This is an optimization exercise on Yosys and OpenROAD, whose aim is small area, a short achievable clock period and few clock cycles per item, not a production implementation. In this exercise RTL edits were held to simulation tests only and were not proved equivalent to the original.

## ladder_lowpass_filter_core
module ladder_lowpass_filter_core #(
  parameter int SAMPLE_BITS    = llf_pkg::SAMPLE_BITS_DEF,
  parameter int COEF_FRAC_BITS = llf_pkg::COEF_FRAC_BITS_DEF
) (
  input  logic                              clk_i,
  input  logic                              rst_ni,
  input  logic                              cfg_we_i,
  input  logic [llf_pkg::CFG_ADDR_W-1:0]    cfg_addr_i,
  input  logic [llf_pkg::CFG_DATA_W-1:0]    cfg_wdata_i,
  input  logic                              s_axis_tvalid,
  output logic                              s_axis_tready,
  input  logic [((SAMPLE_BITS+7)/8)*8-1:0]  s_axis_tdata,   
  output logic                              m_axis_tvalid,
  input  logic                              m_axis_tready,
  output logic [((SAMPLE_BITS+7)/8)*8-1:0]  m_axis_tdata    
);
For scale: about 5,000 cells after synthesis, roughly 700 flip-flops, roughly 83 I/O pins.
Settings: LEC_CHECK=0, CAP_MARGIN=20, CORE_MARGIN=2, CORE_UTILIZATION=40, SLEW_MARGIN=20; clock period 16.0 ns.
run.sh (not shown) runs the stock make flow with config.mk's settings and CLKGATE_MAP_FILE= SYNTH_SCRIPT=/design/flow/synth_recipe.tcl, a recipe that flattens the netlist after the stock synthesis.
Testbench counts at the start, summed over its fixed seeds: cycles 26,304, items 1,536.
Change:
--- a/flow/config.mk
+++ b/flow/config.mk
@@ -7,5 +7,5 @@
 export LEC_CHECK = 0
-export CAP_MARGIN = 20
+export CAP_MARGIN = 80
 export CORE_MARGIN = 2
 export CORE_UTILIZATION = 40
-export SLEW_MARGIN = 20
+export SLEW_MARGIN = 80
Effect: Final cell count goes up by 4.6%. Routed wire length grows by 2.3%. Synthesized area does not change. Global-route usage increases by 0.62 points. Utilization rose by 5.8 points. Clock skew increases by 0.020 ns. Register-to-register slack gains 0.09 ns. Maximum frequency grows by 1.4%.

== lagoon ==
ladder_lowpass_filter_core, a different RTL version from the one above (not shown whole).
Size: roughly 600 flip-flops, about 83 I/O pins, ~48000 µm² of cells after synthesis.
Design ladder_lowpass_filter_core, start of the top module:
module ladder_lowpass_filter_core #(
  parameter int SAMPLE_BITS    = llf_pkg::SAMPLE_BITS_DEF,
  parameter int COEF_FRAC_BITS = llf_pkg::COEF_FRAC_BITS_DEF
) (
  input  logic                              clk_i,
  input  logic                              rst_ni,
  input  logic                              cfg_we_i,
  input  logic [llf_pkg::CFG_ADDR_W-1:0]    cfg_addr_i,
  input  logic [llf_pkg::CFG_DATA_W-1:0]    cfg_wdata_i,
  input  logic                              s_axis_tvalid,
  output logic                              s_axis_tready,
  input  logic [((SAMPLE_BITS+7)/8)*8-1:0]  s_axis_tdata,   
  output logic                              m_axis_tvalid,
  input  logic                              m_axis_tready,
  output logic [((SAMPLE_BITS+7)/8)*8-1:0]  m_axis_tdata    
);
clock: 16.0 ns
lec_check: 0
abc_clock_period_in_ps: 3000
cap_margin: 20
core_margin: 2
core_utilization: 40
slew_margin: 20
Testbench counts of lagoon, summed over its fixed seeds: cycles 26,272, items 1,536.
Relative to lagoon, the following input files were edited for sierra:
-- flow/config.mk --
<<< lagoon, line 7
export LEC_CHECK = 0
export ABC_CLOCK_PERIOD_IN_PS = 3000
export CAP_MARGIN = 20
>>> sierra, line 7
export LEC_CHECK = 0
export ABC_AREA = 1
export CAP_MARGIN = 20
Notes after the runs:
Site row count went up slightly going from lagoon to sierra.
Post-route non-filler standard cell count in sierra is 1088 above lagoon.
The highest routing layer actually used comes out met5 in one run and met4 in the other, namely in sierra and lagoon respectively.
The run with more routed wire is sierra, not lagoon.
On sierra: synthesized netlist net count is 19% higher than what lagoon gave.
Compared with lagoon, sierra shows cell area that has gone up slightly.
Re netlist area before placement: lagoon and sierra aren't equal, and the higher value belongs to sierra.
The final layout net count number comes out lower for lagoon vs sierra.
Re sequential cell count: no difference whatsoever between lagoon and sierra.
sierra — area growth from synthesis to layout 1.4 points lower, lagoon as reference
sierra vs. lagoon: share of cells above drive strength 1 down 6.1 points; non-clock buffer count down 6.4%.
A most common cell after layout, fill and taps aside of nand2_1 is what sierra shows, while inv_1 belongs to lagoon.
Setup changes, sierra to indigo
-- flow/config.mk --
<<< sierra, line 7
export LEC_CHECK = 0
export ABC_AREA = 1
export CAP_MARGIN = 20
export CORE_MARGIN = 2
export CORE_UTILIZATION = 40
export SLEW_MARGIN = 20
>>> indigo, line 7
export LEC_CHECK = 0
export CAP_MARGIN = 60
export CORE_MARGIN = 2
export CORE_UTILIZATION = 40
export SLEW_MARGIN = 60
## What came out
Compared with sierra, indigo shows met2 routing resource usage after global routing lower by 3.8 points. Against sierra, hold slack in indigo came out better. indigo vs. sierra: post-placement cell count went down by 15%; register share of the cell area fell by 0.19 points; compound-cell area share of the yosys netlist went up by 3.0 points; final standard cell area without fillers went up about 0.7%.

## before
ladder_lowpass_filter_core, a different RTL version from the one above (not shown whole).
Size: roughly 83 I/O pins, ~50000 um2 of cells after synthesis.
Settings: LEC_CHECK=0, CAP_MARGIN=50, CORE_MARGIN=2, CORE_UTILIZATION=40, SLEW_MARGIN=50; clock period 16.0 ns.
before completed every stage of the flow, and the final layout passed the timing, design-rule and antenna checks.
Testbench counts of before, summed over its fixed seeds: cycles 26,304, items 1,536.
diff inputs: before => after
- SLEW_MARGIN: 50 -> 70
- CAP_MARGIN: 50 -> 70
### Flow results
Delta(clock buffer instance count of the final layout, after - before) > 0. after against before: area growth from synthesis to layout picked up an extra 4.0 points; filler-free cell count of the finished design grew by about 0.8%; detailed-route wire length moved up. Relative to before, share of final layout cell area taken by clock buffers and inverters has decreased by 0.32 points in after. after went all the way through synthesis, placement and routing and the layout is clean on timing, DRC and antenna. Changes observed in after relative to before: sequential share of cell area has decreased. In after the buffer share of cell area turned out 2.2 points higher than in before.

Setup of old:
ladder_lowpass_filter_core with an RTL version that a note above also has.
For scale: about 4800 cells after synthesis, ~600 flip-flops, about 83 I/O pins.
make LEC_CHECK=0 ABC_CLOCK_PERIOD_IN_PS=5000 CAP_MARGIN=20 CORE_MARGIN=2 CORE_UTILIZATION=40 SLEW_MARGIN=20 finish   # period 16.0 ns
Testbench counts of old, summed over its fixed seeds: cycles 26,272, items 1,536.
Input changes introduced in new (baseline for comparison: old):
--- a/flow/config.mk
+++ b/flow/config.mk
@@ -7,3 +7,2 @@
 export LEC_CHECK = 0
-export ABC_CLOCK_PERIOD_IN_PS = 5000
 export CAP_MARGIN = 20
Findings:
new -> old: fmax delta 0, exact match. From old to new, worst hold slack did not move at all. From old to new, logic depth of the worst path, buffers included did not move at all. Adder-cell share of the synthesized area came out exactly the same in old and new. Between old and new, the worst setup slack figures differ only marginally. Number of inserted filler cells in the final layout: old vs new identical.

Another version of the RTL of ladder_lowpass_filter_core (not shown whole).
For scale: ~83 I/O pins, roughly 0.051 mm² of cells after synthesis.
clock: 16.0 ns
lec_check: 0
abc_area: 1
cap_margin: 50
core_margin: 2
core_utilization: 40
slew_margin: 50
The baseline completed without violations.
Testbench counts at the start, summed over its fixed seeds: cycles 26,240, items 1,536.
Edit:
Settings changed: ABC_AREA 1 to not set, CAP_MARGIN 50 to 60, PLACE_DENSITY set to 0.75, SLEW_MARGIN 50 to 60.
- The changed run passed the timing, design-rule and antenna checks
- utilization climbs by 0.20 points
- worst setup slack loses 0.69 ns
- global-route usage fell by 3.3 points
- worst hold slack gets better by 0.015 ns
- count of clock-buffer cells in the layout went up by 7
- sequential share of layout area goes up by 0.86 points
Edit:
Settings changed: ABC_AREA set to 1, CAP_MARGIN 60 to 70, PLACE_DENSITY 0.75 to not set, SLEW_MARGIN 60 to 70.
Outcome: Via count goes up by about 10%; fmax goes up by about 20%; die area goes up by about 2.5%; non-clock buffer count goes up by 25; flip-flop and latch count does not change; clock skew goes up by 0.018 ns; utilization goes up by 0.70 points; design area goes up by 4.5%.
Edit:
Settings changed: ABC_AREA 1 to not set, CAP_MARGIN 70 to 60, SLEW_MARGIN 70 to 60.
After rerunning:
- The new run produced a clean layout
- maximum frequency goes down by 11%
- clock skew goes down by 0.0095 ns
- routed wire length fell by 8.8%
- synthesized cell count fell by 19%
- synthesized area decreases by 2.5%
- worst setup slack gets worse by 0.63 ns
- flip-flop and latch count stays the same

re-timing with driven ports:
The results above use ideal ports. As a check the final layouts listed here were re-extracted and re-timed, cells and wires unchanged. Step 1, drivers: a clkbuf_16 drives clk_i and a buf_2 each remaining input, both assumed. Step 2 adds t to the input delays and takes it off the output delays; t is the mean of the earliest and latest rising clock arrival at the registers after step 1. Input paths then give back, and output paths get back, about the clock's delay inside the block. Three values: ideal ports, drivers, drivers and shift; two values: the first two.
run | t (ns) | slack for setup (ns) | worst setup path at the end | latest minus earliest clock arrival (ns)
the first run of note 1 | 0.772 | 9.720 / 9.720 / 9.720 | register to register | 0.054 / 0.054
the second run of note 1 | 0.784 | 9.805 / 9.805 / 9.805 | register to register | 0.074 / 0.074
lagoon | 0.737 | 8.947 / 8.947 / 8.947 | register to register | 0.039 / 0.038
sierra | 0.750 | 8.865 / 8.865 / 8.865 | register to register | 0.044 / 0.045
indigo | 0.730 | 9.322 / 9.322 / 9.322 | register to register | 0.033 / 0.034
before | 0.748 | 10.369 / 10.369 / 10.369 | register to register | 0.056 / 0.057
after | 0.744 | 10.582 / 10.582 / 10.582 | register to register | 0.054 / 0.053
old | 0.737 | 8.947 / 8.947 / 8.947 | register to register | 0.039 / 0.038
new | 0.737 | 8.947 / 8.947 / 8.947 | register to register | 0.039 / 0.038
the first run of note 5 | 0.762 | 10.821 / 10.821 / 10.821 | register to register | 0.086 / 0.086
the second run of note 5 | 0.728 | 10.131 / 10.131 / 10.131 | register to register | 0.049 / 0.048
the third run of note 5 | 0.754 | 11.074 / 11.013 / 11.048 | input to register | 0.057 / 0.057
the fourth run of note 5 | 0.749 | 10.442 / 10.442 / 10.442 | register to register | 0.048 / 0.048
After both steps every run listed still meets setup and hold. The setup slack of the third run of note 5, which loses most, moves by -0.061 ns with the drivers and by -0.026 ns with both steps.
